This is an optimization exercise on Yosys and OpenROAD, whose aim is small area, not a production implementation. In this exercise RTL edits were held to simulation tests only and were not proved equivalent to the original.

## rev 12
==> flow/design.v (excerpt) <==
module pmp_unit (
  input  logic                   clk,
  input  logic                   rst_n,
  input  logic                   csr_req,
  input  logic [12-1:0] csr_addr,
  input  pmp_pkg::csr_op_t       csr_op,
  input  logic [32-1:0]       csr_wdata,
  output logic                   csr_ack,
  output logic [32-1:0]       csr_rdata,
  output logic                   csr_invalid,
  input  logic                   lookup_valid,
  input  logic [34-1:0]   lookup_addr,
  output logic                   result_valid,
  output logic                   result_match,
  output logic [3-1:0]  result_index,
  output logic [2:0]             result_perm
);
  logic [31:0]     mscratch_q;
  logic [63:0]     cfg_q;           
  logic [255:0]    addr_q;          
  logic            ms_v;
  logic [1:0]      cfg_v;
  logic [7:0]      addr_v;
  logic [1:0] op;
  assign op = csr_op;
  logic start, op_ok, hi_ok, is_misa, is_ms, is_cfg, is_addr, bad;
  logic [1:0] sel_cfg;
  logic [7:0] sel_addr;
  assign start   = csr_req & ~csr_ack;
  assign op_ok   = ~(op[1] & op[0]);
  assign hi_ok   = (csr_addr[11:8] == 4'h3);
  assign is_misa = hi_ok & (csr_addr[7:0] == 8'h01);
  assign is_ms   = hi_ok & (csr_addr[7:0] == 8'h40);
  assign is_cfg  = hi_ok & (csr_addr[7:1] == 7'b1010_000);
  assign is_addr = hi_ok & (csr_addr[7:3] == 5'b1011_0);
  assign bad     = ~op_ok | ~(is_misa | is_ms | is_cfg | is_addr);
  always_comb begin
    for (int j = 0; j < 2; j++) sel_cfg[j] = is_cfg & (csr_addr[0] == j[0]);
    for (int i = 0; i < 8; i++) sel_addr[i] = is_addr & (csr_addr[2:0] == i[2:0]);
  end
  logic [31:0] old_val, new_val;
  always_comb begin
    old_val = {32{is_misa & op_ok}} & 32'h4014_1100;
    old_val = old_val | ({32{is_ms & ms_v & op_ok}} & mscratch_q);
    for (int j = 0; j < 2; j++)
      old_val = old_val | ({32{sel_cfg[j] & cfg_v[j] & op_ok}} & cfg_q[32*j +: 32]);
    for (int i = 0; i < 8; i++)
      old_val = old_val | ({32{sel_addr[i] & addr_v[i] & op_ok}} & addr_q[32*i +: 32]);
  end
  logic [31:0] keep, set;
  assign keep = op[1] ? ~csr_wdata : {32{op[0]}};
  assign set  = op[1] ? 32'h0 : csr_wdata;
  assign new_val = (old_val & keep) | set;
  logic wr;
  assign wr = start & op_ok;
  always_ff @(posedge clk) begin
  ...
Size in the first run: ~130 I/O pins, ~0.023 mm2 of cells after synthesis.
export LEC_CHECK = 0
export CAP_MARGIN = 20
export CORE_MARGIN = 2
export CORE_UTILIZATION = 50
export GPL_TIMING_DRIVEN = 0
export SETUP_SLACK_MARGIN = 0.25
export SLEW_MARGIN = 20
create_clock -name core_clock -period 4.0 [get_ports {clk}]
standard.sh (not shown) runs the stock make flow with config.mk's settings and CLKGATE_MAP_FILE= SYNTH_SCRIPT=/design/flow/synth_recipe.tcl, a recipe that flattens the netlist after the stock synthesis.
==> flow/flow/run.sh <==
#!/bin/bash
# The standard layout with these changes:
#  - synthesis maps logic with an area-oriented ABC script (flow/area.abc) instead of
#    ORFS's speed script; everything else in synthesis is the standard flow's own script
#  - ports are buffered with buf_2 rather than the default buffer cell
#  - CTS inserts no dummy loads
set -euo pipefail
here=$(pwd)
export BUFFER_PORTS_ARGS="-buffer_cell sky130_fd_sc_hd__buf_2"
export CTS_ARGS="-sink_clustering_enable -repair_clock_nets -dont_use_dummy_load -buf_list sky130_fd_sc_hd__clkbuf_8 -sink_clustering_size 20"
export AREA_ABC_SCRIPT="$here/flow/area.abc"
# The standard flow's synthesis script with abc's script swapped
{ echo "proc abc {args} { set i [lsearch -exact \$args -script]; if {\$i >= 0} { lset args [expr {\$i + 1}] \$::env(AREA_ABC_SCRIPT) }; yosys abc {*}\$args }"; cat synth_recipe.tcl; } > synth_area.tcl
sed "s#SYNTH_SCRIPT=[^ ]*#SYNTH_SCRIPT=$here/synth_area.tcl#" standard.sh > standard_area.sh
grep -q "SYNTH_SCRIPT=$here/synth_area.tcl" standard_area.sh
bash standard_area.sh > make_finish.log 2>&1
==> flow/flow/area.abc <==
&get -n
&st
&dch
&nf
&st
&syn2
&if -g -K 6
&synch2
&nf
&st
&syn2
&if -g -K 6
&synch2
&nf
&st
&dch -f
&nf -R 30
&put
topo
stime -c
Setup changes, rev 12 to rev 13
--- a/flow/design.v
+++ b/flow/design.v
@@ -108,28 +108,30 @@
       csr_rdata   <= old_val;
       csr_invalid <= bad;
     end
   end
   logic [31:0] w;
   assign w = lookup_addr[33:2];
   logic z1, z0;
   assign z1 = ~|w[31:1];
   assign z0 = z1 & ~w[0];
   logic [7:0] lt, eqm, hit;
+  logic [23:0] perm;
   for (genvar i = 0; i < 8; i++) begin : g_ent
     logic [31:0] a;
     logic [7:0]  c;
     logic        cv, napot;
     assign a     = addr_q[32*i +: 32];
     assign c     = cfg_q[8*i +: 8];
     assign cv    = cfg_v[i/4];
     assign napot = c[4] & c[3];
+    assign perm[3*i +: 3] = c[2:0];
     logic [31:0] g0, e0;
     logic [15:0] g1, e1;
     logic [7:0]  g2, e2;
     logic [3:0]  g3, e3;
     logic [1:0]  g4, e4;
     logic        g5;
     assign g0 = a & ~w;
     assign e0 = ~(a ^ w);
     for (genvar k = 0; k < 16; k++) begin : l1
       assign g1[k] = g0[2*k+1] | (e0[2*k+1] & g0[2*k]);
@@ -180,56 +182,46 @@
     end
     always_comb begin
       case (c[4:3])
         2'd1:    hit[i] = cv & tor;
         2'd2,
         2'd3:    hit[i] = cv & eqm[i];
         default: hit[i] = 1'b0;
       endcase
     end
   end
-  logic [3:0] h1;
-  logic [3:0] i1;
-  logic [1:0] h2;
-  logic [3:0] i2;
   logic       any_hit;
   logic [2:0] hit_idx;
+  logic [2:0] hit_perm;
   always_comb begin
-    for (int k = 0; k < 4; k++) begin
-      h1[k] = hit[2*k] | hit[2*k+1];
-      i1[k] = ~hit[2*k] & hit[2*k+1];
-    end
-    for (int k = 0; k < 2; k++) begin
-      h2[k] = h1[2*k] | h1[2*k+1];
-      i2[2*k +: 2] = h1[2*k] ? {1'b0, i1[2*k]} : {h1[2*k+1], i1[2*k+1]};
-    end
-    any_hit = h2[0] | h2[1];
-    hit_idx = h2[0] ? {1'b0, i2[1:0]} : {h2[1], i2[3:2]};
+    any_hit  = 1'b0;
+    hit_idx  = '0;
+    hit_perm = '0;
+    for (int i = 7; i >= 0; i--) begin
+      if (hit[i]) begin
+        any_hit  = 1'b1;
+        hit_idx  = i[2:0];
+        hit_perm = perm[3*i +: 3];
+      end
+    end
   end
   logic       s1_valid, s1_match;
-  logic [2:0] s1_idx;
-  logic [1:0] s1_cfgw;
+  logic [2:0] s1_idx, s1_perm;
   always_ff @(posedge clk or negedge rst_n) begin
     if (!rst_n) begin
       s1_valid     <= 1'b0;
       result_valid <= 1'b0;
     end else begin
       s1_valid     <= lookup_valid;
       result_valid <= s1_valid;
     end
   end
-  logic [31:0] perm_word;
-  logic [2:0]  s2_perm;
-  always_comb begin
-    perm_word = s1_cfgw[s1_idx[2]] ? csr_rdata : cfg_q[32*s1_idx[2] +: 32];
-    s2_perm   = perm_word[8*s1_idx[1:0] +: 3] & {3{s1_match}};
-  end
   always_ff @(posedge clk) begin
     s1_match     <= any_hit;
     s1_idx       <= hit_idx;
-    s1_cfgw      <= {wr & sel_cfg[1], wr & sel_cfg[0]};
+    s1_perm      <= hit_perm;
     result_match <= s1_match;
     result_index <= s1_idx;
-    result_perm  <= s2_perm;
+    result_perm  <= s1_perm;
   end
 endmodule
 `default_nettype wire
--- outcome ---
Looking at the reports, rev 13 completed the entire flow and the layout it produced met the timing, design-rule and antenna checks.
Taking rev 12 as the reference, in rev 13 total length of routed wires picked up an extra 1.7 mm, layout inverter count without the clock tree picked up an extra about 11%, async set-or-reset flop fraction in the synthesized netlist neither gained nor lost much.
Number of design-rule violations left by the first detailed-router iteration on rev 13 is up relative to rev 12.
Compare rev 13 and rev 12 | final period utilization higher: rev 13
Looking at rev 13 and rev 12, the final area is a wash.
Going from rev 12 to rev 13, synthesized cell count now larger; critical path depth lower; total cell area at the placement stage fell 0.95%.

port drivers added, routing unchanged:
The results above use ideal ports. As a check the final layouts listed here were re-extracted and re-timed, cells and wires unchanged.
Step 1: set_driving_cell puts a clkbuf_16 on clk and a buf_2 on each other input, an assumption about the parent block.
Step 2 also shifts input and output timing later by t, the mid clock arrival at the registers, as if the neighbouring blocks saw the same clock.
Slacks: ideal / step 1 / step 2; pairs: ideal / step 1.
| run | t (ns) | setup WS [ns] | hold slack, ns | worst setup path after step 2 | worst slew at a driven data input, ns |
|---|---|---|---|---|---|
| rev 12 | 0.691 | 0.201 / 0.229 / -0.462 | 0.253 / 0.232 / 0.358 | input to register | 0.04 |
| rev 13 | 0.705 | 0.192 / 0.232 / -0.473 | 0.079 / 0.042 / 0.310 | input to register | 0.04 |
With both steps, setup timing fails in rev 12 and rev 13, where it was met with ideal ports. For rev 13, which loses most, drivers alone change the setup slack by +0.040 ns; drivers and shift together by -0.665 ns.
